This design comes from an exercise in tuning for small area, a short achievable clock period and few clock cycles per item on the open sky130 flow, not from production work.
The RTL was checked by simulation tests, not by an equivalence proof against the original design.
No activity file was given, so power comes from the tool's default toggle rates.

## flow/design.v (module list and top-level ports; edited modules follow where they fit)
// module pointer_motion_scaler_unit: 2652 lines
module pointer_motion_scaler_unit (
  input  logic               clk,
  input  logic               rst,
  input  logic               ev_valid,
  output logic               ev_ready,
  input  logic               ev_func,
  input  logic [2:0]         ev_event_kind,
  input  logic signed [15:0] ev_motion_value,
  input  logic               ev_sync_flag,
  input  logic [2:0]         ev_action,
  output logic               res_valid,
  input  logic               res_ready,
  output logic signed [15:0] res_scaled_value,
  output logic               res_keep_event
);
  // ...
==> flow/run.sh <==
#!/bin/bash
# synth_recipe.tcl (not shown) runs the flow's synth.tcl, then flattens the netlist and writes it again
# the make line also repeats each setting of config.mk as NAME=value (left out here)
make -C /OpenROAD-flow-scripts/flow DESIGN_CONFIG=/design/flow/config.mk WORK_HOME=/design/flow/orfs CLKGATE_MAP_FILE= SYNTH_SCRIPT=/design/flow/synth_recipe.tcl finish
==> flow/config.mk <==
export PLATFORM = sky130hd
export DESIGN_NAME = pointer_motion_scaler_unit
export DESIGN_NICKNAME = pointer_motion_scaler_unit
export VERILOG_FILES = /design/flow/design.v
export SDC_FILE = /design/flow/constraint.sdc
export NUM_CORES = 4
export LEC_CHECK = 0
export ABC_CLOCK_PERIOD_IN_PS = 5000
export CAP_MARGIN = 20
export CORE_MARGIN = 2
export CORE_UTILIZATION = 40
export SETUP_SLACK_MARGIN = 4
export SLEW_MARGIN = 20
==> flow/constraint.sdc <==
create_clock -name core_clock -period 10.0 [get_ports {clk}]
set_input_delay 2.0000 -clock core_clock [delete_from_list [all_inputs] [get_ports {clk}]]
set_output_delay 2.0000 -clock core_clock [all_outputs]
set_load 0.01 [all_outputs]
==> summary.md, run 1 <==
| Metric | Value |
|---|---|
| Status | timing/DRC/antenna clean |
| Synth Area in XOR/XNOR | 6.69% |
| Input/output buffers | 46 |
| Uppermost layer routed | met4 |
| P_sw | 3.73 mW |
| Plain + repair buffers | 335 |
| Cells on worst reg2reg path | 37 |
| Slew HR | 28.2% |
| Share of layout cells above drive strength 1 | 36.7% |
| Global route overflow | 0 |
| Mux cell area share after synthesis | 5.68% |
| Post-synth EDFFs | 45 |
| Final Cell Area | 18700 um^2 |
| WHS Endpoint | o_valid$_SDFFE_PP0P_ |
| Synth Cell Area | 13100 um^2 |
| Seq_cells | 73 |
| Comb pwr share | 86.7% |
| DP Worst Slack | 0.394 ns |
| Cell variety after synth | 104 |
| Max reg flops | 18 |
| Final wirelength | 45.7 mm |
| WL met3 | 2.75 mm |
| Yosys top cell area share | 12.3% |
| Number of vias per cell | 5.96 |
| Sequential share of power | 8.7% |
| Slew @ Worst Pin | 1.07 ns |
| Register area | 1910 um^2 |
| Worst Hold Depth | 2 |
| Commonest non-fill, non-tap cell in the layout | buf_4 |
| Simple-gate share of the synthesized area | 20.2% |
| CTS Hold Bufs | 0 |
| Min-delay src | m_valid$_SDFFE_PP0N_ |
| Period utilization | 80.1% |
| Final worst slack | 1.99 ns |
| Total power | 7.87 mW |
| Peak Freq | 125 MHz |
| Internal power | 4.14 mW |
| Drt drc | 0 |
| Met3 usage | 2.53% |
| Seq/Total Area, Yosys | 14.6% |
| Top flop regs | m_a1: 18 flops, o_value: 16 flops, m_h: 7 flops |
Testbench counts, summed over its fixed seeds: cycles 8,008, items 8,000.
==> inputs of run 2 (changes only) <==
--- a/flow/config.mk
+++ b/flow/config.mk
@@ -6,8 +6,6 @@
 export NUM_CORES = 4
 export LEC_CHECK = 0
-export ABC_CLOCK_PERIOD_IN_PS = 5000
 export CAP_MARGIN = 20
 export CORE_MARGIN = 2
 export CORE_UTILIZATION = 40
-export SETUP_SLACK_MARGIN = 4
 export SLEW_MARGIN = 20
==> run 2 against run 1 <==
Net effect: wire length decreased by 19%; die area unchanged; setup slack got worse by 1.1 ns; global-route usage decreased by 3.1 points; via count decreased by 11%; cell area decreased by 24%; final cell count decreased by 10%; clock power decreased by 12%; sequential share of layout area increased by 3.2 points; critical endpoint is now m_a1[17]$_DFFE_PN_.
==> summary.md, run 2 <==
| Metric | Value |
|---|---|
| Die ar. | 34100 um^2 (unchanged) |
| Antenna viol nets, final | 0 (unchanged) |
| Yosys top cell area share | 12.3% (unchanged) |
| Slew @ Worst Pin | 1.05 ns (was 1.07 ns) |
| Final worst slack | 0.884 ns (was 1.99 ns) |
| Slowest CP cell | clkdlybuf4s50_1 (was mux4_2) |
| Max Cap Violations | 0 (unchanged) |
| Cell variety after synth | 104 (unchanged) |
| Min-delay src | m_valid$_SDFFE_PP0N_ (unchanged) |
| Filler cell count in the final layout | 3326 (was 2822) |
| Initial Utilization | 40.4% (unchanged) |
| Top cells by area, synth | ha_1 12%, edfxtp_1 10%, xnor2_1 5.4% (unchanged) |
| Number of vias per cell | 5.91 (was 5.96) |
| Global route overflow | 0 (unchanged) |
| Max reg flops | 18 (unchanged) |
| Number of setup buffers added after CTS | 0 (was 152) |
| Post-synthesis register bit count | 73 (unchanged) |
| CP startpoint | ev_event_kind[1] (was ev_motion_value[8]) |
| Period utilization | 91.2% (was 80.1%) |
| Initial antenna violation count | 0 (was 1) |
| Most flops, register | m_a1 (unchanged) |
| Final hold vios | 0 (unchanged) |
| Ports | 47 (unchanged) |
| Core box area | 32400 um^2 (unchanged) |
| Most common cell in the netlist | nor2_1 (unchanged) |
| Commonest non-fill, non-tap cell in the layout | nor2_1 (was buf_4) |
| Overall routing resource usage | 21.6% (was 24.6%) |
| Syn avg cell area | 7.45 um^2 (unchanged) |
| Input/output buffers | 46 (unchanged) |
| Crit path capture type | register (unchanged) |
| Num CTS Buffers | 9 (unchanged) |
| Status | timing/DRC/antenna clean (unchanged) |
| Maximum number of pins on one net before global-route repair | 37 (unchanged) |
| Final Setup Violations | 0 (unchanged) |
| Dpl hpwl | 28.7 mm (was 29.4 mm) |
| CTS sink count | 73 (unchanged) |
| Post-synth EDFFs | 45 (unchanged) |
| Synth Cell Area | 13100 um^2 (unchanged) |
| Cells after Synth | 1754 (unchanged) |
| Slew HR | 30.1% (was 28.2%) |
| Vias in the first global route | 11800 (was 13300) |
| R2r startpoint | m_h[0]$_SDFFCE_PP0N_ (unchanged) |
| Critical Path Start Type | input pin (unchanged) |
| Worst IR Drop VDD | 0.437 mV (was 0.594 mV) |
| First-pass GRT wire length | 60.7 mm (was 68.3 mm) |
| DIE WIDTH | 185 um (unchanged) |
| RSZ-0062 raised after global routing | no (was yes) |
| Cell Pwr Density | 380 nW/um^2 (was 420 nW/um^2) |
| Peak Freq | 110 MHz (was 125 MHz) |
| Top flop regs | m_a1: 18 flops, o_value: 16 flops, m_h: 7 flops (unchanged) |
| Clock buffer depth | 2 (unchanged) |
| Vias | 13000 (was 14500) |
| Commonest cells after routing, fill and taps aside | 181 x nor2_1, 170 x nand2_1, 129 x inv_1, 129 x ha_1, 125 x a21oi_1 (was 211 x buf_4, 156 x nand2_1, 156 x nor2_1, 102 x inv_1, 93 x ha_1) |
| Post-synth top area cell | ha_1 (unchanged) |
| Seq/Total Area, Yosys | 14.6% (unchanged) |
| Largest stage delay, worst path | 0.54 ns (about the same) |
| Setup_tns | 0 ns (unchanged) |
| Drt drc | 0 (unchanged) |
| FP Rows | 66 (unchanged) |
| Critical path type | in -> reg (unchanged) |
| Worst path buffer plus inverter count | 5 (was 11) |
| Area growth syn-to-layout | 9.37% (was 43.3%) |
| Skew final | 0.00955 ns (was 0.0101 ns) |
| Drt first pass iters | 5 (was 6) |
| Final wirelength | 37.1 mm (was 45.7 mm) |
| Tmin final | 9.12 ns (was 8.01 ns) |
| Synth async-reset ratio | 0% (unchanged) |
| Die H | 185 um (unchanged) |
| FF-to-FF setup slack | 2.35 ns (was 3.21 ns) |
| CP max FO | 16 (was 6) |
| Placed Cells | 2181 (was 2178) |
| Share of layout cells above drive strength 1 | 8.15% (was 36.7%) |
| DR WL/cell | 16.9 um (was 18.7 um) |
| Final cell count without fillers | 2197 (was 2440) |
| Clk latency of the worst-skew pair | 0.35 ns (about the same) |
| Critical Path RT | 10.07 ns (was 10.08 ns) |
| Post-Syn Nets | 1932 (unchanged) |
| Net count, final | 1928 (was 2170) |
| Worst path top cell family by delay | compound AO/OA/AOI/OAI gates (was simple AND/OR/NAND/NOR gates) |
| Lkg Pwr | 5.78 nW (was 7.54 nW) |
| Most frequent cells after synthesis | 182 x nor2_1, 170 x nand2_1, 129 x ha_1, 129 x inv_1, 125 x a21oi_1 (unchanged) |
| Antenna Cells | 0 (was 1) |
| Predominant post-synthesis flop cell | edfxtp_1 (unchanged) |
| Root buf cell | clkbuf_16 (unchanged) |
| TritonCTS clock tree | built (unchanged) |
| DR iter-0 viols | 1056 (was 1093) |
| CP dominant cell by count | o21ai_0 (was buf_6) |
| Total of warnings raised by yosys | 1 (unchanged) |
| Gpl congestion | 0.960 (was 0.911) |
| Clock transition at path regs | 0.07 ns (about the same) |
| H-Tree Depth | 3 (unchanged) |
| HP Class | reg -> reg (unchanged) |
| DP Worst Slack | 0.524 ns (was 0.394 ns) |
| Max-slew violation count | 0 (unchanged) |
| Crit path DAT | 9.18 ns (was 8.09 ns) |
## run 2: cell counts after synthesis
No cell type changed its count.
## run 2: layout make-up
type / count / area, um^2 / area share, %
Timing Repair Buffer: 95 / 828 / 5.79
Inverter: 136 / 510 / 3.57
Clock buffer: 9 / 225 / 1.58
Multi-Input combinational cell: 1435 / 10200 / 71.3
Tap cell: 442 / 553 / 3.87
Sequential cell: 73 / 1910 / 13.4
Clock inverter: 7 / 71.3 / 0.499
## run 2: power by group
| part | switching [mW] | total [mW] | internal [mW] |
|---|---|---|---|
| clock | 0.144 | 0.320 | 0.176 |
| combinational | 2.57 | 4.43 | 1.86 |
| sequential | 0.0300 | 0.682 | 0.652 |
## run 2: per-layer routing
metal	vias up	routed length, um	track usage (%)	part of all wire (%)
li1	6392	-	-	-
met1	6081	17100	29.9	46
met2	463	16800	34.9	45
met3	50	2400	2.75	6.5
met4	0	851	6.67	2.3
met5	-	0	0	0
## run 2: cells by family after synthesis
group,count (synthesis),synth area share [%]
DFF,73,14.6
buffers and inverters,246,7.63
and+or+nand+nor,560,20.2
xor gates and xnor gates,99,6.69
adders and majority gates,150,15.6
AOI/OAI and AO/OA,563,29.6
muxes,63,5.68
## run 2: final timing paths
kind / end / cells after the start
setup / recovery: m_a1[17]$_DFFE_PN_ / 35
hold / removal: o_valid$_SDFFE_PP0P_ / 2
setup reg to reg: o_value[6]$_DFFE_PP_ / 36
hold reg to reg: o_valid$_SDFFE_PP0P_ / 2
## run 2: timing repair
action,4_1_cts,5_1_grt
gates resized for setup,0,2
hold endpoints to repair,0,0
setup endpoints to repair,0,2
hold buffers,0,0
## run 2: through the flow
step | total power, mW | util, % | hold slack, ns | cell area, um^2
floorplan | 4.18 | - | 0.440 | 13100
global placement | 5.00 | 43.2 | 0.462 | 14000
detailed placement | 5.07 | 43.2 | 0.476 | 14000
CTS | 5.44 | 44.1 | 0.491 | 14300
global route | 6.00 | 44.2 | 0.527 | 14300
finish | 5.43 | 44.2 | 0.479 | 14300
## run 2: worst register-to-register path, delay by kind of cell, from the launching register on
kind,cells,cell delay [ns]
xor gates and xnor gates,9,1.82
buffers and inverters,2,0.13
adders and majority gates,5,1.41
and+or+nand+nor,3,0.36
DFF,1,0.34
AOI/OAI and AO/OA,17,3.30

static timing again, ports no longer ideal:
The results above use ideal ports. As a check the final layouts listed here were re-extracted and re-timed, cells and wires unchanged. Step 1: set_driving_cell puts a clkbuf_16 on clk and a buf_2 on each other input, an assumption about the parent block. Step 2 adds t to the input delays and takes it off the output delays; t is the mean of the earliest and latest rising clock arrival at the registers after step 1. Input paths then give back, and output paths get back, about the clock's delay inside the block. Three values: ideal ports, drivers, drivers and shift; two values: the first two.
run	t, ns	setup WS [ns]	hold slack, ns	worst slew at a driven data input, ns
run 1	0.383	1.992 / 1.980 / 1.597	0.476 / 0.476 / 0.476	0.08
run 2	0.387	0.884 / 0.902 / 0.515	0.479 / 0.479 / 0.479	0.04
After both steps setup and hold are still met in every run listed. For run 1, which loses most, drivers alone change the setup slack by -0.012 ns; drivers and shift together by -0.395 ns.
